Background: an optimization exercise with open tools, aiming at small area, a short achievable clock period and few clock cycles. Do not read the settings as production practice. No run shown here included a check of the RTL's function; only the layout flow was run. No activity file was given, so power comes from the tool's default toggle rates.

File: flow/run.sh
#!/bin/bash
set -euo pipefail
bash standard.sh \
  "BUFFER_PORTS_ARGS=-buffer_cell sky130_fd_sc_hd__buf_1" \
  "CTS_ARGS=-sink_clustering_enable -repair_clock_nets -dont_use_dummy_load -root_buf sky130_fd_sc_hd__clkbuf_16 -buf_list sky130_fd_sc_hd__clkbuf_8 -sink_clustering_size 15 -sink_clustering_max_diameter 80" \
  finish > standard_flow.log 2>&1
File: standard.sh
#!/bin/bash
# synth_recipe.tcl (not shown) runs the flow's synth.tcl, then flattens the netlist and writes it again
# the make line also repeats each setting of config.mk as NAME=value (left out here)
make -C /OpenROAD-flow-scripts/flow DESIGN_CONFIG=/design/flow/config.mk WORK_HOME=/design/flow/orfs CLKGATE_MAP_FILE= SYNTH_SCRIPT=/design/flow/synth_recipe.tcl "${@:-finish}"
File: constraint.sdc
create_clock -name core_clock -period 5.5 [get_ports {i_clk}]
set_input_delay 1.1000 -clock core_clock [delete_from_list [all_inputs] [get_ports {i_clk}]]
set_output_delay 1.1000 -clock core_clock [all_outputs]
set_load 0.01 [all_outputs]
File: config.mk
export PLATFORM = sky130hd
export DESIGN_NAME = kmp_substring_search
export DESIGN_NICKNAME = kmp_substring_search
export VERILOG_FILES = /design/flow/design.v
export SDC_FILE = /design/flow/constraint.sdc
export NUM_CORES = 4
export LEC_CHECK = 0
export CAP_MARGIN = 20
export CORE_MARGIN = 2
export CORE_UTILIZATION = 40
export PLACE_DENSITY = 0.6
export SETUP_SLACK_MARGIN = 3.45
export SLEW_MARGIN = 20
File: design.v
`default_nettype none
package kmp_pkg;
    localparam int MAX_PATTERN   = 16;
    localparam int IDX_BITS      = $clog2(MAX_PATTERN);
    localparam int LEN_BITS      = IDX_BITS + 1;
    localparam int POSITION_BITS = 16;
    localparam int MATCH_BITS    = 16;
    localparam int CFG_BITS      = 64;
    localparam int PAT_BITS      = 8 * MAX_PATTERN;
    typedef logic [7:0]          t_byte;
    typedef logic [IDX_BITS-1:0] t_idx;
    typedef logic [LEN_BITS-1:0] t_len;    
    typedef logic [PAT_BITS-1:0] t_pattern;
    typedef enum logic [1:0] {
        CFG_PAT_LOW  = 2'd0,
        CFG_PAT_HIGH = 2'd1,
        CFG_PAT_LEN  = 2'd2
    } t_cfg_idx;
    typedef struct packed {
        logic busy;    
        logic clear;   
    } t_ctrl;
    function automatic t_byte pat_byte(input t_pattern pat, input t_idx k);
        pat_byte = pat[8*k +: 8];
    endfunction
endpackage
`default_nettype wire
`default_nettype none
module kmp_substring_search
(
    input  wire                 i_clk,
    input  wire                 i_rst_n,
    input  wire                 i_cfg_we,
    input  wire [1:0]           i_cfg_index,
    input  wire [63:0]          i_cfg_data,
    input  wire                 i_text_valid,
    input  wire [7:0]           i_text_byte,
    input  wire                 i_text_is_final,
    output wire                 o_text_ready,
    output wire                 o_result_valid,
    output wire                 o_result_found,
    output wire [15:0]          o_result_index,
    input  wire                 i_result_ready
);
    logic [63:0] r_pat_lo;
    logic [63:0] r_pat_hi;
    logic        r_lo_ok;      
    logic        r_hi_ok;      
    logic [4:0]  r_nn;         
    logic        r_clear_d;    
    logic        cfg_hit;
    logic [4:0]  cfg_len;
    logic [4:0]  cfg_nn;
    assign cfg_hit = i_cfg_we && (i_cfg_index != 2'd3);
    assign cfg_len = (i_cfg_data[4] && |i_cfg_data[3:0]) ? 5'd16 : i_cfg_data[4:0];
    always_comb begin
        logic lower;
        lower = 1'b0;
        for (int i = 0; i < 5; i++) begin
            cfg_nn[i] = cfg_len[i] ^ lower;
            lower     = lower | cfg_len[i];
        end
    end
    always_ff @(posedge i_clk) begin
        if (i_cfg_we && i_cfg_index == 2'd0) r_pat_lo <= i_cfg_data;
        if (i_cfg_we && i_cfg_index == 2'd1) r_pat_hi <= i_cfg_data;
    end
    always_ff @(posedge i_clk) begin
        if (!i_rst_n) begin
            r_lo_ok   <= 1'b0;
            r_hi_ok   <= 1'b0;
            r_nn      <= '0;
            r_clear_d <= 1'b0;
        end else begin
            r_clear_d <= cfg_hit;
            if (i_cfg_we && i_cfg_index == 2'd0) r_lo_ok <= 1'b1;
            if (i_cfg_we && i_cfg_index == 2'd1) r_hi_ok <= 1'b1;
            if (i_cfg_we && i_cfg_index == 2'd2) r_nn <= cfg_nn;
        end
    end
    logic [15:0] m_last;
    logic        n_zero;
    logic        n_le1;
    always_comb begin
        for (int k = 0; k < 16; k++) begin
            m_last[k] = (r_nn == 5'(32 - (k + 1)));
        end
    end
    assign n_zero = (r_nn == 5'd0);
    assign n_le1  = (r_nn == 5'd0) || (r_nn == 5'd31);
    logic [15:0] q_start;
    logic        q_at_sat;
    always_comb begin
        logic lower;
        lower = 1'b1;
        for (int i = 0; i < 5; i++) begin
            q_start[i] = !n_zero && (r_nn[i] ^ lower);
            lower      = lower & r_nn[i];
        end
    end
    assign q_start[15:5] = {11{!n_le1}};
    logic        r_rdy;
    logic        r_frz;
    logic        r_v1, r_f1;
    logic [7:0]  r_b1;
    logic [15:0] r_d;
    logic        r_v2, r_f2, r_h2;
    logic        r_ans;
    logic [15:0] r_q;
    logic        r_out_valid;
    logic        r_out_found;
    logic [15:0] r_out_index;
    logic [15:0] eq;
    logic        zb;
    logic [15:0] dn;
    logic        hit1;
    assign zb = (r_b1 == 8'd0);
    always_comb begin
        for (int k = 0; k < 8; k++) begin
            eq[k]     = r_lo_ok ? (r_b1 == r_pat_lo[8*k +: 8]) : zb;
            eq[k + 8] = r_hi_ok ? (r_b1 == r_pat_hi[8*k +: 8]) : zb;
        end
    end
    assign dn   = {r_d[14:0], 1'b1} & eq;
    assign hit1 = n_zero || |(dn & m_last);
    logic decide2;
    logic issue;
    logic ans_n;
    assign decide2 = r_v2 && !r_ans && (r_h2 || r_f2);
    assign issue   = !r_frz && decide2;
    assign ans_n   = (!r_frz && r_v2) ? (!r_f2 && (r_ans || r_h2)) : r_ans;
    logic cm1;
    logic maybe_n;
    logic out_valid_n;
    assign cm1         = n_le1 || |r_d;
    assign maybe_n     = r_frz ? decide2 : (r_v1 && !ans_n && (r_f1 || cm1));
    assign out_valid_n = issue || (r_out_valid && !i_result_ready);
    logic [15:0] q_inc;
    logic [15:0] q_carry;
    assign q_at_sat = (&r_q[15:5]) && (r_q[4:0] == r_nn);
    assign q_carry[0] = !q_at_sat;
    for (genvar i = 1; i < 16; i++) begin : g_carry
        assign q_carry[i] = !q_at_sat && (&r_q[i-1:0]);
    end
    assign q_inc = r_q ^ q_carry;
    always_ff @(posedge i_clk) begin
        if (!i_rst_n) begin
            r_rdy       <= 1'b0;
            r_frz       <= 1'b0;
            r_v1        <= 1'b0;
            r_v2        <= 1'b0;
            r_d         <= '0;
            r_ans       <= 1'b0;
            r_out_valid <= 1'b0;
        end else if (cfg_hit) begin
            r_rdy       <= 1'b1;
            r_frz       <= 1'b0;
            r_v1        <= 1'b0;
            r_v2        <= 1'b0;
            r_d         <= '0;
            r_ans       <= 1'b0;
            r_out_valid <= out_valid_n;
        end else begin
            r_frz       <= out_valid_n && maybe_n;
            r_rdy       <= !(out_valid_n && maybe_n);
            r_out_valid <= out_valid_n;
            if (!r_frz) begin
                r_v1 <= i_text_valid && r_rdy;
                r_v2 <= r_v1;
                if (r_v1) r_d <= r_f1 ? 16'd0 : dn;
            end
            r_ans <= ans_n;
        end
    end
    always_ff @(posedge i_clk) begin
        if (!i_rst_n) begin
            r_q <= '0;
        end else if (r_clear_d) begin
            r_q <= q_start;
        end else if (!r_frz && r_v2) begin
            r_q <= r_f2 ? q_start : q_inc;
        end
    end
    always_ff @(posedge i_clk) begin
        if (!r_frz) begin
            r_b1 <= i_text_byte;
            r_f1 <= i_text_is_final;
            r_h2 <= hit1;
            r_f2 <= r_f1;
        end
        if (issue) begin
            r_out_found <= r_h2;
            r_out_index <= r_h2 ? r_q : 16'd0;
        end
    end
    assign o_text_ready   = r_rdy;
    assign o_result_valid = r_out_valid;
    assign o_result_found = r_out_found;
    assign o_result_index = r_out_index;
endmodule
`default_nettype wire
==> results of run 1 <==
## kinds of logic after synthesis
logic type | share of synthesized area (%)
compound gates | 7.402
xor+xnor | 13.52
fa+ha+maj | 1.421
buf+inv | 2.174
flops | 63.65
mux | 0.3410
simple gates | 11.49
## stage by stage
step | std cells | hold WS, ns | setup slack [ns] | total power [uW]
after floorplan | 672 | 0.4622 | 2.291 | 1954
after global placement | 1030 | 0.4901 | 2.782 | 2036
after detailed placement | 1030 | 0.4918 | 2.773 | 2046
after CTS | 1068 | 0.5090 | 3.285 | 2865
after global routing | 1080 | 0.5453 | 3.168 | 2970
final | 1080 | 0.5143 | 3.260 | 2856
## worst min-delay path, delay by kind of cell, from the launching register on
kind	cells	cell delay, ns
AND/OR/NAND/NOR	1	0.07
AO/OA/AOI/OAI	1	0.06
flip-flops	1	0.34
## sequential cells by signal (all words and copies together) (netlist names), 5 cells and up
name         count
r_pat_lo        64
r_q             16
r_pat_hi        64
r_nn             5
r_d             16
r_b1             8
r_out_index     16
## final cells by class
cell class,instances,share of cell area (%)
repair buffers,140,8.239
clock buffers,17,2.559
multi-input cells,432,31.69
flip-flops and latches,202,53.76
inverters,9,0.4066
well taps,280,3.348
## placed cells by master, fill, tap and decap left out, types with 4 or more instances in the layout
master,Yosys,layout
sky130_fd_sc_hd__a21oi_1,25,24
sky130_fd_sc_hd__a22oi_1,11,11
sky130_fd_sc_hd__a32oi_1,8,8
sky130_fd_sc_hd__and2_1,26,23
sky130_fd_sc_hd__and3_1,6,6
sky130_fd_sc_hd__buf_1,1,81
sky130_fd_sc_hd__buf_12,0,6
sky130_fd_sc_hd__buf_4,6,26
sky130_fd_sc_hd__buf_6,1,10
sky130_fd_sc_hd__clkbuf_2,0,15
sky130_fd_sc_hd__clkbuf_8,0,14
sky130_fd_sc_hd__dfxtp_1,46,34
sky130_fd_sc_hd__dfxtp_2,0,10
sky130_fd_sc_hd__edfxtp_1,156,156
sky130_fd_sc_hd__ha_1,10,5
sky130_fd_sc_hd__ha_4,0,4
sky130_fd_sc_hd__inv_1,8,5
sky130_fd_sc_hd__nand2_1,18,15
sky130_fd_sc_hd__nand3_1,12,10
sky130_fd_sc_hd__nand4_1,34,34
sky130_fd_sc_hd__nor2_1,47,44
sky130_fd_sc_hd__nor3_1,7,7
sky130_fd_sc_hd__nor4_1,4,4
sky130_fd_sc_hd__o21ai_0,15,10
sky130_fd_sc_hd__o21ai_1,10,12
sky130_fd_sc_hd__xnor2_1,133,133
## report_power, final
group / internal, uW / switching, uW
Sequential: 1710 / 46.4
Combinational: 144 / 163
Clock: 328 / 465
Total: 2180 / 675
## routing by layer
layer,up-vias,wire length [um],global-route usage [%]
met3,48,1243,3.498
met4,2,616,5.251
met5,-,13,0
met1,2802,9138,23.74
li1,2705,-,-
met2,215,10200,29.56
## final timing paths
| kind | start | endpoint |
|---|---|---|
| max | r_b1[1] | r_h2 |
| min | r_v2 | r_v2 |
| max reg2reg | r_b1[1] | r_h2 |
| min reg2reg | r_v2 | r_v2 |
## what timing repair did
item                                   CTS  global route
pin swaps                               10            18
endpoints found under the hold margin    0             0
buffers inserted                        18            12
setup endpoints to repair              179           150
gates cloned                             3             0
gates resized for setup                 60            54
==> metrics list, run 1 <==
- The run finished with no timing, DRC or antenna violations.
- Portion of synthesized cell area occupied by the leading cell type: 53.19%
* RSZ-0062 raised after global routing: yes
* Post-synth EDFFs: roughly 160
- For this design the ratio of total power to cell area is 272.9 nW/um2.
- Maximum clock skew at final layout: 0.04115 ns
* Count of final setup violators: 0
- Die span in x: 152.4 um
- The final count of pins violating max slew is 0.
- The net count of the finished layout is ~890.
* Finished Cell Area: about 10,000 um2
- Final core area utilization: 48.25%
* Routability cong.: around 0.86
- The signal on the critical path passes through buf_12 -> or4_4 -> nor2_4 -> nor2_4 -> or3b_4 -> a311oi_2 -> a211o_1.
* Worst hold path depth: 2
- Antenna Diode Count: 0
- During synthesis, Yosys emitted a total of 2 warnings.
- Clock tree from TritonCTS: built
* Cell Area, Placed: 9514 um2
* Async S/R FF share, synth: 0%
- For this run the aggregate overflow at the end of global routing stands at 0.
* Initial Util: 40.61%
- Clock-pin slew was measured on the worst setup and hold paths at 0.11 ns.
- On the worst path, the slowest cell contributes a delay of 0.53 ns.
- Maximum resistive drop on vdd: 0.1850 mV
- Primary flip-flop cell chosen by synthesis mapping: sky130_fd_sc_hd__edfxtp_1
* Most frequent cell after synthesis: sky130_fd_sc_hd__edfxtp_1
* Family of cells with the greatest summed delay on the critical path: simple AND/OR/NAND/NOR gates
- Summing all multi-input logic gate instances after layout gives approximately 3300 um2.
- The initial antenna violation count came to 1.
* Max_cap viols: 0
- Aggregate routed wire length: 21.21 mm
- After synthesis, the most frequently instantiated cells are sky130_fd_sc_hd__edfxtp_1, sky130_fd_sc_hd__xnor2_1, sky130_fd_sc_hd__nor2_1, sky130_fd_sc_hd__dfxtp_1, sky130_fd_sc_hd__nand4_1.
- For the pin with the worst max-slew slack, the measured transition is 0.7270 ns.
- In the final layout, flip-flops and latches occupy 5625 um2.
- Hpwl dp: 13.20 mm
* Fraction of layout instances using a drive strength above 1: 17.63%
- Source-to-sink clock delay at the later pin of the worst-skew pair: 0.48 ns
- CTS buffer count: 17
- The count of buffers added on input and output ports is 98.
* Clock sink count: roughly 200
- Timing would allow up to 0.4463 GHz.
- Worst Path Buf+Inv: 1
- The first global-routing pass estimated 32.51 mm of wire.
- Of all cell types, the one taking the most synthesized area is sky130_fd_sc_hd__edfxtp_1.
- Standard cell core area: 21,690 um2
- In this run the remaining antenna-violating nets after routing total 0.
- Final critical-path required period: between 2 and 2.5 ns
* Vias in the first global route: a little under 6,000
- Reg-to-reg setup timing slack: between 3 and 4 ns
- The slowest stage of the critical path belongs to the cell sky130_fd_sc_hd__or4_4.
- The clock passes through at most 3 buffers.
- The cell sitting at the root of the clock tree is a sky130_fd_sc_hd__clkbuf_16.
- Ranked by total cell area, the synthesized netlist is headed by sky130_fd_sc_hd__edfxtp_1, sky130_fd_sc_hd__xnor2_1, sky130_fd_sc_hd__dfxtp_1.
- Summed over all cells, the static leakage comes to 0.003335 uW.
* Hold buffer count at CTS: 0
* Boundary Pins: 99
- The worst setup path is launched from a register.
- Average cell area after synthesis: 13.11 um2
* Maximum fanout encountered on the critical timing path: 5
* Number of design rule violations left after detail routing: 0
- In this run the number of H-tree levels came out at 1.
- Hold Violations, Final: 0
- Routed vias: 5,772
- FP Rows: 54
- Netlist area before placement: 8807 um2
* Fill cell count: 1,925
* Full die area: 23,220 um2
* Final routed wire length divided by cell count: about 20 um
- The critical path runs through a total of 7 cells.
- The worst setup path is captured at a register.
- Worst setup path category: reg2reg
- Net count of the mapped netlist: 762
- Counting stages on the worst path, the most repeated cell is sky130_fd_sc_hd__nor2_4.
- Relative to the synthesized area, the layout overhead comes to 18.81%.
* Worst relative slew slack: 51.35%
* Worst r2r path cells: 7
- The final critical path takes up 40.74% of the cycle.
* Global router's overall resource usage: 17.77%
* Arrival time worst endpoint: approximately 2.6 ns
- Synthesis produced a netlist whose cell count is 672.
* Register bit total from synthesis: 202
- Entering global routing, the biggest net connects 66 pins.
- Crit path required time: 5.86 ns
* Setup TNS Final: 0 ns
- Drt first pass iters: 5
- After detailed routing, the number of vias per cell comes to roughly 5.3.
* Die extent in y: 152.4 um
- Violation count after the first detailed-routing iteration: 442
- Hold Crit Class: reg2reg
- Portion of the post-synthesis area used by sequential elements: 63.65%
* Number of distinct library cells after synthesis: between 60 and 70
==> inputs of run 2 (changes only) <==
--- a/config.mk
+++ b/config.mk
@@ -9,5 +9,5 @@
 export CORE_MARGIN = 2
 export CORE_UTILIZATION = 40
 export PLACE_DENSITY = 0.6
-export SETUP_SLACK_MARGIN = 3.45
+export SETUP_SLACK_MARGIN = 3.5
 export SLEW_MARGIN = 20
==> run 2 against run 1 <==
- still clean on timing, DRC and antenna
- global-route usage is 0.24 points lower
- worst setup slack lost 0.053 ns
- clock power is essentially flat
- critical path depth increased by 1
- synthesized cell count stayed put
- sequential share of layout area shrank 0.23 points
- utilization is 0.26 points higher
- critical path type unchanged
- highest routed layer is now met4
==> metrics list, run 2 <==
- The aggregate global-route resource usage was 17.53% (-0.24 points).
* Post-synth EDFFs: 156 (unchanged)
- The initial standard-cell utilization of the core was 40.61% (unchanged).
- Full die area: 23,220 um2 (unchanged)
- The via count of the first global-routing pass came to 5,829 (+0.21%).
* Most used cell along the critical path: sky130_fd_sc_hd__buf_12
- The power density over the cells is 272.0 nW/um2 (-0.33%).
* Worst Path Buf+Inv: 2 (+1)
- The commonest cells after synthesis are sky130_fd_sc_hd__edfxtp_1, sky130_fd_sc_hd__xnor2_1, sky130_fd_sc_hd__nor2_1, sky130_fd_sc_hd__dfxtp_1, sky130_fd_sc_hd__nand4_1.
* Standard cell core area: 21,690 um2 (unchanged)
- The largest fanout of any net on the critical path was 4 (-1).
- In the layout the commonest cells are sky130_fd_sc_hd__edfxtp_1, sky130_fd_sc_hd__xnor2_1, sky130_fd_sc_hd__buf_1, sky130_fd_sc_hd__nor2_1, sky130_fd_sc_hd__nand4_1.
- The setup slack of the critical path after layout is 3.206 ns (-0.05306 ns).
* Total number of yosys warnings: 2 (unchanged)
* Max_cap viols: 0 (unchanged)
- Leaving out fill and tap cells, the most frequent cell in the layout is sky130_fd_sc_hd__edfxtp_1.
* Capture point of the worst path: r_h2
- Violation count after the first detailed-routing iteration: 415 (-6.1%)
* Maximum resistive drop on vdd: 0.1812 mV (-2.1%)
- The routed via count divided by cell count was 5.393 (+0.92%).
- Final critical-path required period: 2.294 ns (+0.05306 ns)
* Net count of the mapped netlist: 762 (unchanged)
- Primary flip-flop cell chosen by synthesis mapping: sky130_fd_sc_hd__edfxtp_1
- Post-layout net count: 895 (+0.34%)
- The tree is rooted in a sky130_fd_sc_hd__clkbuf_16.
- The transition time of the tightest slew-check pin is 0.8054 ns (+0.07839 ns).
- The count of endpoints failing setup in the final report is 0 (unchanged).
- Most frequent cell after synthesis: sky130_fd_sc_hd__edfxtp_1
- Hold buffer count at CTS: 0 (unchanged)
- The DRC violations left was 0 (unchanged).
* Aggregate routed wire length: 21.31 mm (+0.44%)
- The largest stage delay on the critical path is 0.50 ns (-0.03 ns).
- The total congestion overflow after global routing is 0 (unchanged).
- Grouping stages by cell kind, the critical path spends the most delay in simple AND/OR/NAND/NOR gates.
- In this run the critical register-to-register path is captured at r_h2.
- Count of cell instances traversed by the critical path: 8 (+1)
- STA classifies the critical path endpoint as a register.
- The required time of the worst setup path is 5.85 ns (about the same).
* Source-to-sink clock delay at the later pin of the worst-skew pair: 0.47 ns (about the same)
* Setup TNS Final: 0 ns (unchanged)
* Number of distinct library cells after synthesis: 61 (unchanged)
* Maximum number of pins on one net before global-route repair: 66 (unchanged)
* Number of antenna violations at the first check in global routing: 0 (-1)
* Startpoint of the most critical setup path: r_b1[7]
- The hold violation count in the final report was 0 (unchanged).
* Syn Inst Count: 672 (unchanged)
* Async S/R FF share, synth: 0% (unchanged)
- The share of post-route cells with drive strength above 1 was 19.05% (+1.4 points).
- Portion of synthesized cell area occupied by the leading cell type: 53.19% (unchanged)
- H-tree depth: 1 (unchanged)
- Netlist area before placement: 8807 um2 (unchanged)
- Worst r2r path cells: 8 (+1)
- Portion of the post-synthesis area used by sequential elements: 63.65% (unchanged)
- Routed vias: 5,841 (+1.2%)
- Routability cong.: 0.8713 (+1.6%)
* Maximum clock skew at final layout: 0.02554 ns (-0.01562 ns)
- The leakage power came to 0.003356 uW (+0.62%).
- Worst min-delay path startpoint: r_q[5]
* CTS buffer count: 17 (unchanged)
- The startpoint identified for the worst register-to-register timing path is r_b1[7].
- Pins over their slew limit: 0 (unchanged)
- RSZ-0062 raised after global routing: yes
- FP Rows: 54 (unchanged)
* Maximum count of clock buffers along a single path: 3 (unchanged)
* Reg-to-reg setup timing slack: 3.21 ns (-0.05 ns)
* First-pass GRT wire length: 32.31 mm (-0.64%)
- The slowest stage of the critical path belongs to the cell sky130_fd_sc_hd__or4_4.
- The total inserted antenna cells came to 0 (unchanged).
- The area growth from synthesis to layout is 19.45%.
- Leading registers by flop count: r_pat_hi (64), r_pat_lo (64)
- Hold Crit Class: reg2reg
- Worst setup path category: reg2reg
* Drt first pass iters: 6 (+1)
- Count of antenna-violating nets left after detailed routing: 0 (unchanged)
- Arrival time worst endpoint: 2.64 ns (+0.04 ns)
- Register bit total from synthesis: 202 (unchanged)
- Worst relative slew slack: 46.11% (-5.2 points)
- Status: complete, no violations
* Boundary Pins: 99 (unchanged)
* Clock-pin slew on the worst setup and hold paths: 0.11 ns (about the same)
* Hpwl dp: 13.21 mm (about the same)
- Die extent in y: 152.4 um (unchanged)
* Cell type with the largest total area after synthesis: sky130_fd_sc_hd__edfxtp_1
- Die span in x: 152.4 um (unchanged)
* Clock tree from TritonCTS: built
- Final core area utilization: 48.51% (+0.26 points)
* Final period util: 41.70% (+0.96 points)
* Clock sink count: 202 (unchanged)
* Final routed wire length divided by cell count: 19.67 um (+0.16%)
* Startpoint Class: register
- Sorting the synthesized cells by area gives the leading types as sky130_fd_sc_hd__edfxtp_1, sky130_fd_sc_hd__xnor2_1, sky130_fd_sc_hd__dfxtp_1.
- Worst Setup Slack post-DPL: 2.746 ns (-0.02694 ns)
- PortBufs: 98 (unchanged)
- The mean area per synthesized cell is 13.11 um2 (unchanged).
* Cell chain of the critical path: buf_12 -> buf_12 -> or4_4 -> nor2_4 -> nor2_1 -> or3b_4 -> a311oi_2 -> a211o_1
- Highest Clock Rate: 0.4360 GHz (-2.3%)
==> run 2: changes by cell type in the layout (fill, tap and decap cells not counted), moves of 2 or more <==
cell and change:
sky130_fd_sc_hd__buf_16 -2, sky130_fd_sc_hd__o21ai_0 +3, sky130_fd_sc_hd__buf_1 -3, sky130_fd_sc_hd__dfxtp_2 +2, sky130_fd_sc_hd__clkbuf_2 +3, sky130_fd_sc_hd__buf_4 -2
sky130_fd_sc_hd__and2_1 +2, sky130_fd_sc_hd__dfxtp_1 -3, sky130_fd_sc_hd__buf_12 +4, sky130_fd_sc_hd__nor2_2 +2, sky130_fd_sc_hd__o21ai_1 -3, sky130_fd_sc_hd__and2_4 -2
sky130_fd_sc_hd__and3b_4 +2
==> run 2: area by class of cell <==
cell class                      instances  area, um2
Timing Repair Buffer                  141      900.9
Tap cell                              280      350.3
Multi-Input combinational cell        434       3327
Sequential cell                       202       5632
Inverter                                9      42.54
Fill cell                            1904      11170
Clock buffer                           17      267.8
==> run 2: worst min-delay path: stages, from the launching register on <==
cell	delay, ns
sky130_fd_sc_hd__dfxtp_2	0.37
sky130_fd_sc_hd__nand2_1	0.06
sky130_fd_sc_hd__a21oi_1	0.05
==> run 2: stage by stage <==
step                std cells  power [uW]  hold slack, ns  instance area, um2
floorplan                 672        1956          0.4622                8892
global placement         1025        2036          0.4833                9487
detailed placement       1025        2044          0.5005                9487
CTS                      1076        2868          0.5234               10260
global route             1083        2969          0.5433               10520
finish                   1083        2861          0.5130               10520
==> run 2: worst min path at each step <==
| stage | endpoint | slack (ns) | cells past startpoint |
|---|---|---|---|
| after detailed placement | r_nn[0] | 0.50 | 2 |
| after global routing | r_nn[0] | 0.54 | 2 |
| after CTS | r_nn[0] | 0.52 | 2 |
| after global placement | r_v2 | 0.48 | 2 |
| final | r_q[5] | 0.51 | 2 |
| after floorplan | r_d[8] | 0.46 | 2 |
==> run 2: kinds of logic after synthesis <==
family                   synth area share (%)
multiplexers                           0.3410
buffers and inverters                   2.174
adder cells (fa/ha/maj)                 1.421
AO/OA/AOI/OAI                           7.402
flip-flops                              63.65
XOR/XNOR                                13.52
AND/OR/NAND/NOR                         11.49
==> run 2: layer usage <==
layer / global-route usage (%) / vias up / routed length (um)
met5: 0 / - / 0
met4: 5.563 / 0 / 753
met3: 3.299 / 47 / 1265
met2: 28.74 / 220 / 9996
met1: 23.70 / 2860 / 9292
li1: - / 2714 / -
==> run 2: report_power, final <==
| group | switching [uW] | internal (uW) | total (uW) |
|---|---|---|---|
| Combinational | 164 | 147 | 312 |
| Clock | 464 | 328 | 793 |
| Sequential | 48.7 | 1710 | 1760 |
| Total | 677 | 2180 | 2860 |
==> run 2: repair_timing <==
| item | in CTS | in global routing |
|---|---|---|
| setup endpoints to repair | 180 | 186 |
| resized for setup | 38 | 68 |
| cloned | 1 | 2 |
| endpoints found under the hold margin | 0 | 0 |
| setup buffers | 33 | 5 |
| pin swaps | 13 | 14 |
==> inputs of run 3 (changes only) <==
--- a/design.v
+++ b/design.v
@@ -121,8 +121,8 @@
             eq[k + 8] = r_hi_ok ? (r_b1 == r_pat_hi[8*k +: 8]) : zb;
         end
     end
-    assign dn   = {r_d[14:0], 1'b1} & eq;
-    assign hit1 = n_zero || |(dn & m_last);
+    assign dn   = {r_d[14:0], 1'b1} & {16{!r_frz}} & eq;
+    assign hit1 = (!r_frz && n_zero) || |(dn & m_last);
     logic decide2;
     logic issue;
     logic ans_n;
@@ -185,13 +185,13 @@
         if (!r_frz) begin
             r_b1 <= i_text_byte;
             r_f1 <= i_text_is_final;
-            r_h2 <= hit1;
             r_f2 <= r_f1;
         end
-        if (issue) begin
-            r_out_found <= r_h2;
-            r_out_index <= r_h2 ? r_q : 16'd0;
-        end
+    end
+    always_ff @(posedge i_clk) begin
+        r_h2        <= (r_frz && r_h2) || hit1;
+        r_out_found <= (issue && r_h2) || (!issue && r_out_found);
+        r_out_index <= ({16{issue && r_h2}} & r_q) | ({16{!issue}} & r_out_index);
     end
     assign o_text_ready   = r_rdy;
     assign o_result_valid = r_out_valid;
--- a/config.mk
+++ b/config.mk
@@ -9,5 +9,5 @@
 export CORE_MARGIN = 2
 export CORE_UTILIZATION = 40
 export PLACE_DENSITY = 0.6
-export SETUP_SLACK_MARGIN = 3.5
+export SETUP_SLACK_MARGIN = 3.45
 export SLEW_MARGIN = 20
==> run 3 against run 2 <==
- largest power group unchanged
- clock-buffer cell count is the same
- sequential power hardly changed
- largest cell class unchanged
- global-route usage about the same
==> metrics list, run 3 <==
- Highest Clock Rate: 0.4710 GHz (+8.0%)
* Setup TNS Final: 0 ns (unchanged)
* Cell chain of the critical path: buf_12 -> nor4_4 -> a21oi_2 -> or4b_4 -> a41o_1 -> a41o_1 -> o211ai_1
* PortBufs: 98 (unchanged)
* H-tree depth: 1 (unchanged)
* Maximum count of clock buffers along a single path: 3 (unchanged)
- The largest stage delay on the critical path was 0.54 ns (+0.04 ns).
* Source-to-sink clock delay at the later pin of the worst-skew pair: 0.46 ns (about the same)
- Count of final setup violators: 0 (unchanged)
* Number of design rule violations left after detail routing: 0 (unchanged)
- Status: complete, no violations
* Register area: 5484 um2 (-2.6%)
* Worst setup path category: reg2reg
* Final hold slack: 0.4339 ns (-0.07911 ns)
- The count of clock tree sinks was 202 (unchanged).
- Count of antenna-violating nets left after detailed routing: 0 (unchanged)
- The relative slew slack was 50.46% (+4.3 points).
- Vias per cell: 5.239 (-2.9%)
- Portion of the post-synthesis area used by sequential elements: 61.99% (-1.7 points)
- Final critical-path required period: 2.123 ns (-0.1703 ns)
- Maximum fanout encountered on the critical timing path: 8 (+4)
* Violation count after the first detailed-routing iteration: 410 (-1.2%)
* Primary flip-flop cell chosen by synthesis mapping: sky130_fd_sc_hd__edfxtp_1
* Antenna Diode Count: 0 (unchanged)
- The total vias in the final route was 5,883 (+0.72%).
* RSZ-0062 raised after global routing: yes
- The area growth from synthesis to layout is 19.12%.
- The area share of the leading cell type in the synthesized netlist came to 47.60% (-5.6 points).
* Pins over their slew limit: 0 (unchanged)
- Async S/R FF share, synth: 0% (unchanged)
* Post-synth EDFFs: 139 (-11%)
- Clock-pin slew on the worst setup and hold paths: 0.10 ns (about the same)
* Hold Violations, Final: 0 (unchanged)
- In this run the critical register-to-register path is launched from r_b1[6].
- The via count of the first global-routing pass came to 5,655 (-3.0%).
- Leading registers by flop count: r_pat_hi (64), r_pat_lo (64)
* Endpoint class of the critical path: register
- The x dimension of the die came to 152.1 um (-0.22%).
- Most used cell along the critical path: sky130_fd_sc_hd__a41o_1
- The routed length per instance came to 18.82 um (-4.3%).
- Drt first pass iters: 5 (-1)
- Overflow left after global routing: 0 (unchanged)
- Max_cap viols: 0 (unchanged)
- Die extent in y: 152.1 um (-0.22%)
- The required time of the worst setup path is 5.90 ns (+0.05 ns).
- The number of inserted filler cells in the final layout came to 1,953 (+2.6%).
- The largest total area in the synthesized netlist belongs to sky130_fd_sc_hd__edfxtp_1.
- Combined area of the multi-input logic cells: 3388 um2 (+1.8%)
- The initial antenna violation count came to 1 (+1).
- The most critical setup path has its startpoint at r_b1[6].
- Global router's overall resource usage: 17.53% (about the same)
- By instance count, the leading cell after synthesis is sky130_fd_sc_hd__edfxtp_1.
- Number of distinct library cells after synthesis: 55 (-9.8%)
* Fraction of layout instances using a drive strength above 1: 18.39% (-0.67 points)
- The count of pins on the block boundary was 99 (unchanged).
* Standard cell core area: 21,690 um2 (unchanged)
- The layout net count came to 935 (+4.5%).
- Worst min-delay path startpoint: r_out_index[8]
* Arrival time worst endpoint: 2.52 ns (-0.12 ns)
* Net count of the mapped netlist: 808 (+6.0%)
- Initial Util: 40.43% (-0.18 points)
- Synth top cells by count: sky130_fd_sc_hd__edfxtp_1, sky130_fd_sc_hd__xnor2_1, sky130_fd_sc_hd__dfxtp_1, sky130_fd_sc_hd__nand2_1, sky130_fd_sc_hd__nor2_1
* Netlist area before placement: 8768 um2 (-0.44%)
- CTS buffer count: 17 (unchanged)
* Maximum clock skew at final layout: 0.03756 ns (+0.01203 ns)
- The leakage power is 0.003422 uW (+2.0%).
- Average cell area after synthesis: 12.21 um2 (-6.8%)
- Syn Inst Count: 718 (+6.8%)
- The share of the cycle needed by the critical path after routing is 38.60% (-3.1 points).
- The total wirelength of the detailed-routed design was 21.13 mm (-0.82%).
- The maximum number of pins on one net before global-route repair came to 66 (unchanged).
* Clock tree from TritonCTS: built
* Hpwl dp: 13.20 mm (about the same)
* First-pass GRT wire length: 31.97 mm (-1.0%)
- Sorting the synthesized cells by area gives the leading types as sky130_fd_sc_hd__edfxtp_1, sky130_fd_sc_hd__dfxtp_1, sky130_fd_sc_hd__xnor2_1.
* Routability cong.: 0.8212 (-5.8%)
* Pin slew with the least headroom to its limit: 0.7421 ns (-0.06325 ns)
- Commonest non-fill, non-tap cells in the layout: sky130_fd_sc_hd__edfxtp_1, sky130_fd_sc_hd__xnor2_1, sky130_fd_sc_hd__buf_1, sky130_fd_sc_hd__nand2_1, sky130_fd_sc_hd__nor2_1
- The slowest stage of the critical path belongs to the cell sky130_fd_sc_hd__or4b_4.
- Maximum resistive drop on vdd: 0.1948 mV (+7.5%)
* Clk Tree Root Cell: sky130_fd_sc_hd__clkbuf_16
* Cell Pwr Density: 273.6 nW/um2 (+0.59%)
- Hold Crit Class: reg2reg
- Full die area: 23,120 um2 (-0.43%)
* Commonest non-fill, non-tap cell in the layout: sky130_fd_sc_hd__edfxtp_1
- The worst setup path is launched from a register.
- Register bit total from synthesis: 202 (unchanged)
- The count of standard-cell rows came to 54 (unchanged).
- The warning count from the yosys run was 2 (unchanged).
## run 3: cell count changes in the layout (fill, tap and decap cells not counted), moves of 11 or more
cell                       previous run  this run
sky130_fd_sc_hd__edfxtp_1           156       139
sky130_fd_sc_hd__dfxtp_2             12        24
sky130_fd_sc_hd__buf_4               24        35
sky130_fd_sc_hd__and2_1              25         4
sky130_fd_sc_hd__clkbuf_2            18         2
sky130_fd_sc_hd__nand3_1              9        32
sky130_fd_sc_hd__buf_2                0        14
sky130_fd_sc_hd__nand2_1             15        52
## run 3: logic make-up after synthesis
logic type      after synthesis  synth area share [%]
fa+ha+maj                    10                 1.427
simple gates                219                 13.01
mux                           5                0.5708
xor+xnor                    136                 13.58
flops                       202                 61.99
buf+inv                      46                 2.212
compound gates              100                 7.206
## run 3: where the power goes
part,internal (uW),leakage (uW),total (uW),switching [uW]
sequential,1700,0.00182,1750,53.6
combinational,148,0.00147,315,166
clock,328,0.000138,794,466
## run 3: what timing repair did
action                                  CTS  global route
resized for setup                        59            49
cloned                                    1             1
buffers inserted                         31            12
pin swaps                                 7             4
endpoints found under the setup margin  145           100
hold buffers                              0             0
## run 3: cell type report
type / instances / share of cell area, %
sequential: 202 / 52.50
tap: 280 / 3.354
multi-input combinational: 471 / 32.44
timing repair buffer: 146 / 8.816
clock buffer: 17 / 2.563
inverter: 7 / 0.3234
## run 3: worst paths after layout
| kind | endpoint | depth (start not counted) | slack (ns) |
|---|---|---|---|
| worst min register to register | r_out_index[8] | 2 | 0.43 |
| worst min-delay path | r_out_index[8] | 2 | 0.43 |
| worst max register to register | r_h2 | 7 | 3.38 |
| worst max-delay path | r_h2 | 7 | 3.38 |
## run 3: layer usage
| metal | up-vias | global-route usage, % | share of wire (%) |
|---|---|---|---|
| li1 | 2850 | - | - |
| met1 | 2825 | 24.76 | 46 |
| met2 | 180 | 28.94 | 47 |
| met3 | 28 | 2.481 | 5.7 |
| met4 | 0 | 3.783 | 1.9 |
| met5 | - | 0 | 0 |
## run 3: critical path: cells and delay by family, from the launching register on
kind / cells / cell delay (ns)
AO/OA/AOI/OAI: 4 / 0.63
flip-flops: 1 / 0.43
AND/OR/NAND/NOR: 2 / 0.84
buffers and inverters: 1 / 0.17
## run 3: stage by stage
step / total power [uW] / area [um2] / setup WS, ns / instances / utilization, %
floorplan: 1945 / 8838 / 2.291 / 718 / -
finish: 2858 / 10450 / 3.377 / 1123 / 48.16
global placement: 2036 / 9417 / 2.639 / 1061 / 43.42
global route: 2970 / 10450 / 3.262 / 1123 / 48.16
detailed placement: 2038 / 9417 / 2.633 / 1061 / 43.42
CTS: 2863 / 10200 / 3.217 / 1110 / 47.03
==> inputs of run 4 (changes only) <==
--- a/design.v
+++ b/design.v
@@ -79,11 +79,13 @@
         end
     end
     logic [15:0] m_last;
+    logic [15:0] m_prev;
     logic        n_zero;
     logic        n_le1;
     always_comb begin
         for (int k = 0; k < 16; k++) begin
             m_last[k] = (r_nn == 5'(32 - (k + 1)));
+            m_prev[k] = (r_nn == 5'(32 - (k + 2)));
         end
     end
     assign n_zero = (r_nn == 5'd0);
@@ -132,7 +134,7 @@
     logic cm1;
     logic maybe_n;
     logic out_valid_n;
-    assign cm1         = n_le1 || |r_d;
+    assign cm1         = n_le1 || |(r_d & m_prev);
     assign maybe_n     = r_frz ? decide2 : (r_v1 && !ans_n && (r_f1 || cm1));
     assign out_valid_n = issue || (r_out_valid && !i_result_ready);
     logic [15:0] q_inc;
==> run 4 against run 3 <==
- final cell count is 0.45% higher
- worst hold slack improved by 0.011 ns
- global-route usage fell by 0.34 points
- synthesized cell count grew 3.5%
- sequential share of layout area fell by 0.28 points
- wire length fell by 3.2%
- synthesized area rose by 2.5%
- maximum frequency is 3.1% higher
==> metrics list, run 4 <==
* Syn Inst Count: 743 (+3.5%)
* Design internal power: 2161 uW (-0.50%)
* Hpwl dp: 13.18 mm (-0.15%)
- FP Rows: 54 (unchanged)
- Leaving out fill and tap cells, the most frequent cell in the layout is sky130_fd_sc_hd__edfxtp_1.
- The aggregate global-route resource usage was 17.19% (-0.34 points).
* Number of design rule violations left after detail routing: 0 (unchanged)
- Highest Clock Rate: 0.4854 GHz (+3.1%)
* Worst Setup Slack post-DPL: 2.745 ns (+0.1118 ns)
- The critical path is of the reg2out type.
* Hold buffer count at CTS: 0 (unchanged)
- Async S/R FF share, synth: 0% (unchanged)
- The number of synthesized flops with an enable pin was 139 (unchanged).
- The count of endpoints failing setup in the final report was 0 (unchanged).
- The most common cell in the synthesized netlist is sky130_fd_sc_hd__edfxtp_1.
- The initial standard-cell utilization of the core is 40.92% (+0.49 points).
* Maximum count of clock buffers along a single path: 3 (unchanged)
- The area share of the leading cell type in the synthesized netlist is 46.45% (-1.2 points).
- Maximum fanout encountered on the critical timing path: 1 (-7)
* Net count of the mapped netlist: 833 (+3.1%)
- Source-to-sink clock delay at the later pin of the worst-skew pair: 0.46 ns (about the same)
- Fraction of layout instances using a drive strength above 1: 18.75% (+0.36 points)
- Leading registers by flop count: r_pat_hi (64), r_pat_lo (64)
* Maximum clock skew at final layout: 0.03270 ns (-0.004865 ns)
- The max-cap violation count came to 0 (unchanged).
- Crit path required time: 4.40 ns (-1.50 ns)
* Leakage dissipation: 0.003297 uW (-3.7%)
* Pins over their slew limit: 0 (unchanged)
- Full die area: 23,680 um2 (+2.4%)
- Count of antenna-violating nets left after detailed routing: 0 (unchanged)
- Final critical-path required period: 2.060 ns (-0.06311 ns)
* Routed vias: 5,957 (+1.3%)
- The layout net count is 940 (+0.53%).
- Final period util: 37.46% (-1.1 points)
- The core area came to 21,960 um2 (+1.2%).
- The worst supply voltage drop on vdd came to 0.1876 mV (-3.7%).
- Portion of the post-synthesis area used by sequential elements: 60.48% (-1.5 points)
- The total congestion overflow after global routing came to 0 (unchanged).
- The relative slew slack is 58.13% (+7.7 points).
- CTS buffer count: 17 (unchanged)
* Cell type with the largest total area after synthesis: sky130_fd_sc_hd__edfxtp_1
* Worst Path Buf+Inv: 1 (unchanged)
- The warning count from the yosys run was 2 (unchanged).
- First-pass GRT wire length: 32.06 mm (+0.28%)
- Clock-pin slew on the worst setup and hold paths: 0.11 ns (about the same)
- Traced cell by cell, the critical path runs through clkbuf_2.
- Switching Fraction: 23.86% (-0.13 points)
- The part of the power in combinational logic was 10.8% (-0.2 points).
* Slowest Stage Delay on Critical Path: 0.37 ns (-0.17 ns)
- Commonest non-fill, non-tap cells in the layout: sky130_fd_sc_hd__edfxtp_1, sky130_fd_sc_hd__xnor2_1, sky130_fd_sc_hd__buf_1, sky130_fd_sc_hd__nand2_1, sky130_fd_sc_hd__nor2_1
* Clock tree from TritonCTS: built
- The final RePlAce weighted congestion was 0.8714 (+6.1%).
- The slack of the worst reg-to-reg path was 3.44 ns (+0.06 ns).
- Average cell area after synthesis: 12.09 um2 (-0.97%)
- Status: complete, no violations
- The via count of the first global-routing pass is 5,776 (+2.1%).
* Number of antenna violations at the first check in global routing: 0 (-1)
- Ranked by total cell area, the synthesized netlist is headed by sky130_fd_sc_hd__edfxtp_1, sky130_fd_sc_hd__dfxtp_1, sky130_fd_sc_hd__xnor2_1.
* Number of distinct library cells after synthesis: 67 (+22%)
- Clock sink count: 202 (unchanged)
- Endpoint class of the critical path: output pin
* Fin worst setup slack: 3.440 ns (+0.06311 ns)
- The cell sitting at the root of the clock tree is a sky130_fd_sc_hd__clkbuf_16.
- Die extent in y: 153.9 um (+1.2%)
* Maximum number of pins on one net before global-route repair: 66 (unchanged)
- Aggregate routed wire length: 20.45 mm (-3.2%)
* H-tree depth: 1 (unchanged)
* P&R area growth vs syn: 16.81%
* Family of cells with the greatest summed delay on the critical path: flip-flops
- The power density over the cells was 270.4 nW/um2 (-1.2%).
- Arrival time worst endpoint: 0.96 ns (-1.56 ns)
* Violation count after the first detailed-routing iteration: 443 (+8.0%)
- The fraction of power consumed by sequential logic was 61.5% (+0.3 points).
- Proportion of power drawn by the clock network: 27.7% (about the same)
- The first-pass iteration count of the detailed router came to 6 (+1).
- Counting instances in the post-synthesis netlist gives the leading cell types as sky130_fd_sc_hd__edfxtp_1, sky130_fd_sc_hd__xnor2_1, sky130_fd_sc_hd__dfxtp_1, sky130_fd_sc_hd__nand2_1, sky130_fd_sc_hd__nor2_1.
- The transition time of the tightest slew-check pin was 0.6274 ns (-0.1147 ns).
- PortBufs: 98 (unchanged)
- Among all stages on the critical path, the largest delay is contributed by sky130_fd_sc_hd__edfxtp_1.
- Boundary Pins: 99 (unchanged)
- The x dimension of the die came to 153.9 um (+1.2%).
- Hold Violations, Final: 0 (unchanged)
- The net switching component of the power was 677.4 uW (-1.2%).
- Register bit total from synthesis: 202 (unchanged)
- For this run, the leading register cell type out of synthesis is sky130_fd_sc_hd__edfxtp_1.
- Setup repair after global routing could not meet its margin everywhere.
- The routed via count divided by cell count came to 5.281 (+0.81%).
- Startpoint Class: register
* Antenna Diode Count: 0 (unchanged)
- Netlist area before placement: 8986 um2 (+2.5%)
- The tightest min-delay check is of the reg2reg type.
- Setup TNS Final: 0 ns (unchanged)
- The routed length per instance is 18.13 um (-3.7%).
==> run 4: layout make-up <==
type                       instances  area [um2]
timing repair buffer             128       737.0
sequential                       202        5482
clock buffer                      17       267.8
multi-input combinational        492        3622
tap                              280       350.3
fill                            2005       11460
inverter                           9       37.54
==> run 4: power by group through the flow <==
stage / logic (uW) / registers, uW / clock network, uW
final: 306 / 1750 / 787
after global placement: 256 / 1790 / 0
after global routing: 338 / 1760 / 868
after CTS: 292 / 1750 / 814
after floorplan: 197 / 1760 / 0
after detailed placement: 258 / 1790 / 0
==> run 4: cells by family (layout without fill, tap and decap cells) <==
group	after synthesis	in the layout	synth area share (%)
DFF	202	202	60.48
AOI/OAI and AO/OA	119	119	8.466
muxes	7	7	0.9468
and+or+nand+nor	220	221	12.78
buffers and inverters	50	154	2.687
adders and majority gates	10	10	1.392
xor gates and xnor gates	135	135	13.24
==> run 4: final timing paths <==
| path | depth (start not counted) | endpoint | from |
|---|---|---|---|
| hold / removal | 2 | r_out_index[6] | r_out_index[6] |
| setup / recovery | 1 | o_result_found | register |
| setup reg to reg | 9 | r_rdy | r_nn[1] |
| hold reg to reg | 2 | r_out_index[6] | r_out_index[6] |
==> run 4: worst register-to-register path, cell delays in order, from the launching register on <==
cell                      delay [ns]
sky130_fd_sc_hd__dfxtp_4        0.38
sky130_fd_sc_hd__inv_2          0.06
sky130_fd_sc_hd__ha_2           0.20
sky130_fd_sc_hd__nand2_2        0.10
sky130_fd_sc_hd__nor4b_2        0.06
sky130_fd_sc_hd__or4_1          0.55
sky130_fd_sc_hd__nor3_2         0.17
sky130_fd_sc_hd__a31oi_2        0.13
sky130_fd_sc_hd__a21oi_2        0.20
sky130_fd_sc_hd__o21a_1         0.17
==> run 4: metal layers <==
layer / up-vias / GRT usage, % / share of wire [%]
met1: 2861 / 24.11 / 46
li1: 2894 / - / -
met3: 24 / 2.537 / 4.9
met5: - / 0 / 0
met2: 178 / 28.49 / 48
met4: 0 / 3.738 / 1.6
==> run 4: per-stage QoR <==
stage / utilization [%] / hold slack [ns] / cells / instance area (um2) / power, uW
floorplan: - / 0.4064 / 743 / 9056 / 1958
global placement: 43.77 / 0.4334 / 1086 / 9612 / 2045
detailed placement: 43.77 / 0.4405 / 1086 / 9612 / 2049
CTS: 46.56 / 0.4598 / 1121 / 10220 / 2852
global route: 47.80 / 0.4664 / 1128 / 10500 / 2962
finish: 47.80 / 0.4444 / 1128 / 10500 / 2839
==> run 4: repair_timing <==
item                                    in CTS  in global routing
endpoints found under the setup margin     202                152
gates cloned                                 1                  1
hold endpoints to repair                     0                  0
buffers inserted                            17                  6
gates resized for setup                     57                 63
pin swaps                                    6                 12
==> inputs of run 5 (changes only) <==
--- a/config.mk
+++ b/config.mk
@@ -9,5 +9,5 @@
 export CORE_MARGIN = 2
 export CORE_UTILIZATION = 40
 export PLACE_DENSITY = 0.6
-export SETUP_SLACK_MARGIN = 3.45
+export SETUP_SLACK_MARGIN = 3.5
 export SLEW_MARGIN = 20
==> run 5 against run 4 <==
- clock skew down 0.015 ns
- combinational power is about 10% higher
- clock-buffer cell count is the same
- via count is 2.4% higher
- sequential power barely moved
- first-iteration DRC count rose by 4.7%
- still clean
- non-clock buffer count is 25 higher
- critical path depth unchanged
- sequential share of layout area down 2.0 points
- worst setup slack improved by 0.013 ns
==> metrics list, run 5 <==
* Status: complete, no violations
- The total wirelength of the detailed-routed design is 21.22 mm (+3.8%).
- Arrival time worst endpoint: 0.95 ns (about the same)
- Portion of the post-synthesis area used by sequential elements: 60.48% (unchanged)
- Compared with the post-synthesis result, the final layout area differs by 21.71%.
- Yosys instantiated no cell more often than sky130_fd_sc_hd__edfxtp_1.
* Family of cells with the greatest summed delay on the critical path: flip-flops
- Die extent in y: 153.9 um (unchanged)
* Clock tree from TritonCTS: built
- Commonest non-fill, non-tap cells in the layout: sky130_fd_sc_hd__edfxtp_1, sky130_fd_sc_hd__xnor2_1, sky130_fd_sc_hd__buf_1, sky130_fd_sc_hd__nand2_1, sky130_fd_sc_hd__nor2_1
- Combined area of the multi-input logic cells: 3700 um2 (+2.1%)
- The number of buffers inserted for hold repair after clock tree synthesis was 0 (unchanged).
- In this run the top signal layer used is met4.
- The net count after synthesis came to 833 (unchanged).
* Primary flip-flop cell chosen by synthesis mapping: sky130_fd_sc_hd__edfxtp_1
* Global router's overall resource usage: 17.55% (+0.36 points)
- CTS buffer count: 17 (unchanged)
* Hpwl dp: 13.19 mm (about the same)
- The routed via count divided by cell count came to 5.287 (+0.11%).
- Maximum count of clock buffers along a single path: 3 (unchanged)
* Worst-path cell with the longest stage delay: sky130_fd_sc_hd__edfxtp_1
* Final routed wire length divided by cell count: 18.39 um (+1.4%)
- The area of the die is 23,680 um2 (unchanged).
* Cell chain of the critical path: buf_1
* Number of design rule violations left after detail routing: 0 (unchanged)
- Sorting the synthesized cells by how often they occur yields sky130_fd_sc_hd__edfxtp_1, sky130_fd_sc_hd__xnor2_1, sky130_fd_sc_hd__dfxtp_1, sky130_fd_sc_hd__nand2_1, sky130_fd_sc_hd__nor2_1.
- Number of distinct library cells after synthesis: 67 (unchanged)
- Register bit total from synthesis: 202 (unchanged)
- The minimum clock period after layout came to 2.047 ns (-0.01287 ns).
- The x dimension of the die was 153.9 um (unchanged).
* Portion of synthesized cell area occupied by the leading cell type: 46.45% (unchanged)
* Pin slew with the least headroom to its limit: 0.7005 ns (+0.07310 ns)
* Total number of yosys warnings: 2 (unchanged)
- Design internal power: 2187 uW (+1.2%)
* Number of antenna violations at the first check in global routing: 0 (unchanged)
- The via count of the first global-routing pass is 5,871 (+1.6%).
- The total congestion overflow after global routing is 0 (unchanged).
* Clock sink count: 202 (unchanged)
- The register area was 5488 um2 (+0.11%).
- The total inserted antenna cells was 0 (unchanged).
* Worst setup path category: reg2out
- FP Rows: 54 (unchanged)
* Fraction of power consumed by combinational cells: 11.8% (+1.0 points)
- Synth top area cells: sky130_fd_sc_hd__edfxtp_1, sky130_fd_sc_hd__dfxtp_1, sky130_fd_sc_hd__xnor2_1
- The core area came to 21,960 um2 (unchanged).
- The first-pass iteration count of the detailed router came to 5 (-1).
* Routability cong.: 0.8845 (+1.5%)
- Highest Clock Rate: 0.4885 GHz (+0.63%)
- The worst setup path is captured at an output pin.
- The number of inserted filler cells in the final layout is 1,953 (-2.6%).
* Clock-pin slew on the worst setup and hold paths: 0.09 ns (-0.02 ns)
- Maximum number of pins on one net before global-route repair: 66 (unchanged)
- The critical path buffer and inverter count was 1 (unchanged).
- The number of port buffers is 98 (unchanged).
- The count of routing violations after the opening detailed-route iteration was 464 (+4.7%).
- The final count of pins violating max slew came to 0 (unchanged).
* Routed met3 length: 981 um (-1.9%)
- The share of synthesized flip-flops with an asynchronous set or reset was 0% (unchanged).
- The required time of the worst setup path came to 4.40 ns (about the same).
* Fraction of layout instances using a drive strength above 1: 23.46% (+4.7 points)
- STA classifies the critical path startpoint as a register.
- Hold Crit Class: reg2reg
- Worst relative slew slack: 53.23% (-4.9 points)
- The largest total area in the synthesized netlist belongs to sky130_fd_sc_hd__edfxtp_1.
- Initial Util: 40.92% (unchanged)
- Setup TNS Final: 0 ns (unchanged)
* Slowest Stage Delay on Critical Path: 0.36 ns (about the same)
* Boundary Pins: 99 (unchanged)
- The met2 wire length was 9.732 mm (about the same).
- Final period util: 37.22% (-0.23 points)
* Leading registers by flop count: r_pat_hi (64), r_pat_lo (64)
* Hold Violations, Final: 0 (unchanged)
* Sum of routed wire segments on met1: 10.08 mm (+7.5%)
- Maximum clock skew at final layout: 0.01734 ns (-0.01536 ns)
* Psw: 684.5 uW (+1.1%)
- The count of endpoints failing setup in the final report was 0 (unchanged).
- First-pass GRT wire length: 32.75 mm (+2.2%)
- Final hold slack: 0.4619 ns (+0.01743 ns)
* Sequential share of power: 61.0% (-0.5 points)
* Clk Tree Root Cell: sky130_fd_sc_hd__clkbuf_16
- Proportion of power drawn by the clock network: 27.3% (-0.4 points)
* Leakage dissipation: 0.003464 uW (+5.1%)
* Source-to-sink clock delay at the later pin of the worst-skew pair: 0.46 ns (about the same)
* Cell Pwr Density: 262.6 nW/um2 (-2.9%)
* RSZ-0062 raised after global routing: yes
* Maximum fanout encountered on the critical timing path: 1 (unchanged)
- Count of antenna-violating nets left after detailed routing: 0 (unchanged)
- The layout net count is 966 (+2.8%).
- Switching Fraction: 23.84% (-0.025 points)
- The max-cap violation count came to 0 (unchanged).
- The library cell used most frequently in the layout, excluding fill and tap cells, is sky130_fd_sc_hd__edfxtp_1.
- Routed vias: 6,101 (+2.4%)
- The worst supply voltage drop on vdd was 0.2138 mV (+14%).
- Post-synth EDFFs: 139 (unchanged)
- Netlist area before placement: 8986 um2 (unchanged)
* H-tree depth: 1 (unchanged)
- The cell count after synthesis is 743 (unchanged).
- The mean area per synthesized cell is 12.09 um2 (unchanged).
==> run 5: cell count changes in the layout (fill, tap and decap cells not counted), sizes merged <==
cell	delta
and3b	+1
buf	+27
clkbuf	-2
==> run 5: tightest hold or removal path: stages, from the launching register on <==
cell and delay [ns]:
sky130_fd_sc_hd__dfxtp_2 0.34, sky130_fd_sc_hd__nand2_1 0.04, sky130_fd_sc_hd__o21ai_0 0.05
==> run 5: path summary, 6_finish.rpt <==
check | depth (start not counted) | slack, ns | to | startpoint
max | 1 | 3.45 | o_result_found | register
min | 2 | 0.46 | r_out_index[8] | r_out_index[8]
max reg2reg | 9 | 3.46 | r_rdy | r_nn[1]
min reg2reg | 2 | 0.46 | r_out_index[8] | r_out_index[8]
==> run 5: cells by family (layout without fill, tap and decap cells) <==
logic type               Yosys count  in the layout  share of synthesized area [%]
AO/OA/AOI/OAI                    119            119                          8.466
XOR/XNOR                         135            135                          13.24
adder cells (fa/ha/maj)           10             10                          1.392
multiplexers                       7              7                         0.9468
AND/OR/NAND/NOR                  220            222                          12.78
buffers and inverters             50            179                          2.687
flip-flops                       202            202                          60.48
==> run 5: area by class of cell <==
class	instances	share of cell area, %
clock buffer	17	2.448
inverter	9	0.3890
multi-input combinational	493	33.83
sequential	202	50.18
tap	280	3.203
timing repair buffer	153	9.953
==> run 5: routing by layer <==
| metal | vias to the layer above | global-route usage, % |
|---|---|---|
| met5 | - | 0 |
| li1 | 2951 | - |
| met2 | 190 | 27.97 |
| met3 | 28 | 2.537 |
| met4 | 0 | 4.272 |
| met1 | 2932 | 25.40 |
==> run 5: stage by stage <==
stage                     worst slack [ns]  total power (uW)  instance area, um2  util (%)  std cells
after floorplan                      2.291              1959                9066         -        743
after global placement               2.669              2047                9629     43.85       1087
after detailed placement             2.644              2051                9629     43.85       1087
after CTS                            3.249              2870               10390     47.33       1126
after global routing                 3.381              2996               10940     49.81       1154
final                                3.453              2872               10940     49.81       1154
==> run 5: timing repair <==
item	4_1_cts	5_1_grt
setup buffers	21	26
pin swaps	5	22
cloned	1	2
hold endpoints to repair	0	0
resized for setup	93	77
setup endpoints to repair	170	92
==> run 5: power groups by stage <==
stage / Sequential [uW] / Clock, uW / Combinational (uW)
after global routing: 1760 / 866 / 369
final: 1750 / 783 / 338
after global placement: 1790 / 0 / 254
after floorplan: 1760 / 0 / 198
after CTS: 1750 / 815 / 307
after detailed placement: 1790 / 0 / 256
==> inputs of run 6 (changes only) <==
==> flow/run.sh (replaced) <==
#!/bin/bash
set -euo pipefail
bash standard.sh \
  "BUFFER_PORTS_ARGS=-buffer_cell sky130_fd_sc_hd__buf_1" \
  "CTS_ARGS=-sink_clustering_enable -repair_clock_nets -dont_use_dummy_load -root_buf sky130_fd_sc_hd__clkbuf_16 -buf_list sky130_fd_sc_hd__clkbuf_16 -sink_clustering_size 15 -sink_clustering_max_diameter 80" \
  finish > standard_flow.log 2>&1
--- a/config.mk
+++ b/config.mk
@@ -9,5 +9,5 @@
 export CORE_MARGIN = 2
 export CORE_UTILIZATION = 40
 export PLACE_DENSITY = 0.6
-export SETUP_SLACK_MARGIN = 3.5
+export SETUP_SLACK_MARGIN = 3.45
 export SLEW_MARGIN = 20
==> run 6 against run 5 <==
- sequential share of layout area is 1.2 points higher
- flip-flop and latch count is the same
- clock skew is 0.0094 ns higher
- critical path depth up 8
- total power is 7.5% higher
- via count fell by 2.7%
==> metrics list, run 6 <==
- Status: complete, no violations
- The total congestion overflow after global routing is 0 (unchanged).
- The final setup TNS was 0 ns (unchanged).
- The total wirelength of the detailed-routed design is 20.56 mm (-3.1%).
- Total number of yosys warnings: 2 (unchanged)
* Max_cap viols: 0 (unchanged)
- Leakage dissipation: 0.003366 uW (-2.8%)
* Initial Util: 40.92% (unchanged)
- Count of antenna-violating nets left after detailed routing: 0 (unchanged)
- The largest stage delay on the critical path came to 0.55 ns (+0.19 ns).
- In the post-synthesis netlist, the biggest area contributors are sky130_fd_sc_hd__edfxtp_1, sky130_fd_sc_hd__dfxtp_1, sky130_fd_sc_hd__xnor2_1.
- The share of synthesized flip-flops with an asynchronous set or reset was 0% (unchanged).
- Clk Tree Root Cell: sky130_fd_sc_hd__clkbuf_16
* Crit path required time: 5.90 ns (+1.50 ns)
- The flip-flop and latch count after synthesis came to 202 (unchanged).
- The number of inserted filler cells in the final layout came to 1,984 (+1.6%).
* Cell chain of the critical path: inv_2 -> ha_2 -> nand2_2 -> nor4b_2 -> or4_1 -> nor3_2 -> a31oi_2 -> a21oi_2 -> o21a_1
* Most frequent cell after synthesis: sky130_fd_sc_hd__edfxtp_1
* Boundary Pins: 99 (unchanged)
- Source-to-sink clock delay at the later pin of the worst-skew pair: 0.47 ns (about the same)
* Netlist area before placement: 8986 um2 (unchanged)
* CTS buffer count: 17 (unchanged)
- The detailed-routed wire length on met3 is 1.067 mm (+8.8%).
- Portion of the post-synthesis area used by sequential elements: 60.48% (unchanged)
- The parity-gate share of the synthesized area counting xor and xnor cells is 13.24% (unchanged).
- The critical path starts at r_nn[1].
- The area used by multi-input combinational logic came to 3637 um2 (-1.7%).
- Portion of synthesized cell area occupied by the leading cell type: 46.45% (unchanged)
- The worst supply voltage drop on vdd was 0.2444 mV (+14%).
* Maximum clock skew at final layout: 0.02679 ns (+0.009448 ns)
- Post-layout net count: 941 (-2.6%)
- The mean area per synthesized cell is 12.09 um2 (unchanged).
- The maximum level of the CTS H-tree is 1 (unchanged).
- The aggregate global-route resource usage was 17.25% (-0.30 points).
* Full die area: 23,680 um2 (unchanged)
- The min-delay analysis places its worst path in the category reg2reg.
* Highest layer used for signal routing: met4
- Violation count after the first detailed-routing iteration: 427 (-8.0%)
- The first-pass iteration count of the detailed router is 5 (unchanged).
* Antenna Diode Count: 0 (unchanged)
* Startpoint Class: register
- The startpoint identified for the worst register-to-register timing path is r_nn[1].
- Family of cells with the greatest summed delay on the critical path: simple AND/OR/NAND/NOR gates
* Maximum number of pins on one net before global-route repair: 66 (unchanged)
- Number of antenna violations at the first check in global routing: 0 (unchanged)
* Adder-cell share of the synthesized area: 1.392% (unchanged)
- Final routed wire length divided by cell count: 18.21 um (-0.96%)
- The share of post-route cells with drive strength above 1 came to 18.85% (-4.6 points).
- The library cell used most frequently in the layout, excluding fill and tap cells, is sky130_fd_sc_hd__edfxtp_1.
- The share of synthesized cell area in and, or, nand and nor gates was 12.78% (unchanged).
- The count of clock tree sinks was 202 (unchanged).
- Clock-pin slew on the worst setup and hold paths: 0.07 ns (-0.02 ns)
- Vias in the first global route: 5,792 (-1.3%)
- Maximum count of clock buffers along a single path: 3 (unchanged)
- The arrival time at the worst endpoint is 2.46 ns (+1.51 ns).
* Worst Path Buf+Inv: 1 (unchanged)
* Highest Clock Rate: 0.4840 GHz (-0.91%)
* Worst-path cell with the longest stage delay: sky130_fd_sc_hd__or4_1
- Count of final setup violators: 0 (unchanged)
- The commonest cells after synthesis are sky130_fd_sc_hd__edfxtp_1, sky130_fd_sc_hd__xnor2_1, sky130_fd_sc_hd__dfxtp_1, sky130_fd_sc_hd__nand2_1, sky130_fd_sc_hd__nor2_1.
* Compound-gate portion of the synthesized area: 8.466% (unchanged)
* Register area: 5475 um2 (-0.23%)
- The final count of pins violating max slew was 0 (unchanged).
- The floorplan die height came to 153.9 um (unchanged).
- Number of distinct library cells after synthesis: 67 (unchanged)
- Commonest non-fill, non-tap cells in the layout: sky130_fd_sc_hd__edfxtp_1, sky130_fd_sc_hd__xnor2_1, sky130_fd_sc_hd__buf_1, sky130_fd_sc_hd__nand2_1, sky130_fd_sc_hd__nor2_1
* Final period util: 37.56% (+0.34 points)
- The relative slew slack was 57.90% (+4.7 points).
- The total vias in the final route came to 5,938 (-2.7%).
- The transition time of the tightest slew-check pin is 0.6309 ns (-0.06966 ns).
- Final core area utilization: 48.51% (-1.3 points)
- Cell Pwr Density: 289.9 nW/um2 (+10%)
- Maximum fanout encountered on the critical timing path: 5 (+4)
- In the final layout, the registers with the most flip-flops are r_pat_hi (64), r_pat_lo (64).
* Fraction of synthesized area in multiplexers: 0.9468% (unchanged)
* Net count of the mapped netlist: 833 (unchanged)
- Primary flip-flop cell chosen by synthesis mapping: sky130_fd_sc_hd__edfxtp_1
- Syn Inst Count: 743 (unchanged)
- Hold Violations, Final: 0 (unchanged)
- The half-perimeter wire length after detailed placement was 13.18 mm (about the same).
- Worst min-delay path startpoint: r_out_index[6]
* RSZ-0062 raised after global routing: yes
* Worst setup path category: reg2reg
* Cell type with the largest total area after synthesis: sky130_fd_sc_hd__edfxtp_1
* Number of design rule violations left after detail routing: 0 (unchanged)
- The routed via count divided by cell count was 5.260 (-0.52%).
* Final critical-path required period: 2.066 ns (+0.01874 ns)
- The core area was 21,960 um2 (unchanged).
- The worst setup path is captured at a register.
- The final RePlAce weighted congestion was 0.8714 (-1.5%).
* Routed wire length on met2: 9.727 mm (about the same)
- The count of standard-cell rows was 54 (unchanged).
- First-pass GRT wire length: 32.15 mm (-1.8%)
* Combinational family with the most area after synthesis: XOR/XNOR gates
- Die span in x: 153.9 um (unchanged)
* PortBufs: 98 (unchanged)
- The detailed-routing wirelength on met1 came to 9.484 mm (-5.9%).
- P&R area growth vs syn: 18.53%
* Clock tree from TritonCTS: built
- The number of synthesized flops with an enable pin is 139 (unchanged).
[run 6: cell counts after synthesis]
Identical to the previous run, type by type.
[run 6: metal layers]
layer	vias up	GRT usage, %
met5	-	0
met4	0	3.560
met2	165	28.87
li1	2906	-
met1	2847	24.04
met3	20	2.537
[run 6: logic make-up after synthesis]
logic type                 count (synthesis)
and+or+nand+nor                          220
AOI/OAI and AO/OA                        119
xor gates and xnor gates                 135
DFF                                      202
buffers and inverters                     50
muxes                                      7
adders and majority gates                 10
[run 6: what timing repair did]
item / 4_1_cts / 5_1_grt
buffers inserted: 18 / 6
gates cloned: 1 / 1
hold buffers: 0 / 0
resized for setup: 53 / 66
endpoints found under the setup margin: 197 / 172
pin swaps: 8 / 14
[run 6: worst reg2reg max path, cell delays in order, from the launching register on]
cell                      delay, ns
sky130_fd_sc_hd__dfxtp_4       0.38
sky130_fd_sc_hd__inv_2         0.06
sky130_fd_sc_hd__ha_2          0.20
sky130_fd_sc_hd__nand2_2       0.10
sky130_fd_sc_hd__nor4b_2       0.06
sky130_fd_sc_hd__or4_1         0.55
sky130_fd_sc_hd__nor3_2        0.17
sky130_fd_sc_hd__a31oi_2       0.13
sky130_fd_sc_hd__a21oi_2       0.20
sky130_fd_sc_hd__o21a_1        0.17
[run 6: final cells by class]
class / instances / share of cell area [%]
well taps: 280 / 3.289
multi-input cells: 492 / 34.15
flip-flops and latches: 202 / 51.40
repair buffers: 129 / 6.813
inverters: 9 / 0.3524
clock buffers: 17 / 3.994
[run 6: where the power goes]
group | switching (uW) | total [uW] | leakage, uW | internal, uW
logic | 167 | 305 | 0.00134 | 138
clock network | 487 | 1030 | 0.000209 | 547
registers | 52.3 | 1750 | 0.00181 | 1700
[run 6: final timing paths]
kind | to | slack, ns | cells past startpoint
setup / recovery | r_rdy | 3.43 | 9
hold / removal | r_out_index[6] | 0.44 | 2
setup reg to reg | r_rdy | 3.43 | 9
hold reg to reg | r_out_index[6] | 0.44 | 2
[run 6: through the flow]
step | power, uW | hold WS, ns | setup WS [ns] | std cells | area, um2
floorplan | 1958 | 0.4064 | 2.291 | 743 | 9056
global placement | 2045 | 0.4334 | 2.793 | 1086 | 9612
detailed placement | 2049 | 0.4405 | 2.745 | 1086 | 9612
CTS | 3105 | 0.4557 | 3.308 | 1122 | 10380
global route | 3212 | 0.4750 | 3.379 | 1129 | 10650
finish | 3088 | 0.4376 | 3.434 | 1129 | 10650

## re-timing with driven ports
The results above use ideal ports. As a check the final layouts listed here were re-extracted and re-timed, cells and wires unchanged.
Step 1 (the two cells are an assumption about what drives the block):
set clk [get_ports {i_clk}]
set_driving_cell -lib_cell sky130_fd_sc_hd__clkbuf_16 $clk
set_driving_cell -lib_cell sky130_fd_sc_hd__buf_2 [delete_from_list [all_inputs] $clk]
Step 2, shift: input delay + t, output delay - t, t = (earliest + latest rising clock arrival at the registers) / 2. This alone moves slack from input paths to output paths.
Three values: no drivers, after step 1, after step 2; two values: the first two.
| run | t (ns) | setup WS [ns] | worst slew at a driven data input, ns |
|---|---|---|---|
| run 1 | 0.504 | 3.260 / 3.260 / 2.985 | 0.05 |
| run 2 | 0.500 | 3.206 / 3.206 / 3.007 | 0.04 |
| run 3 | 0.491 | 3.377 / 3.377 / 2.981 | 0.05 |
| run 4 | 0.490 | 3.440 / 3.397 / 3.002 | 0.04 |
| run 5 | 0.494 | 3.453 / 3.409 / 2.982 | 0.04 |
| run 6 | 0.504 | 3.434 / 3.405 / 3.024 | 0.04 |
After both steps every run listed still meets setup and hold. For run 5, which loses most, drivers alone change the setup slack by -0.044 ns; drivers and shift together by -0.471 ns.
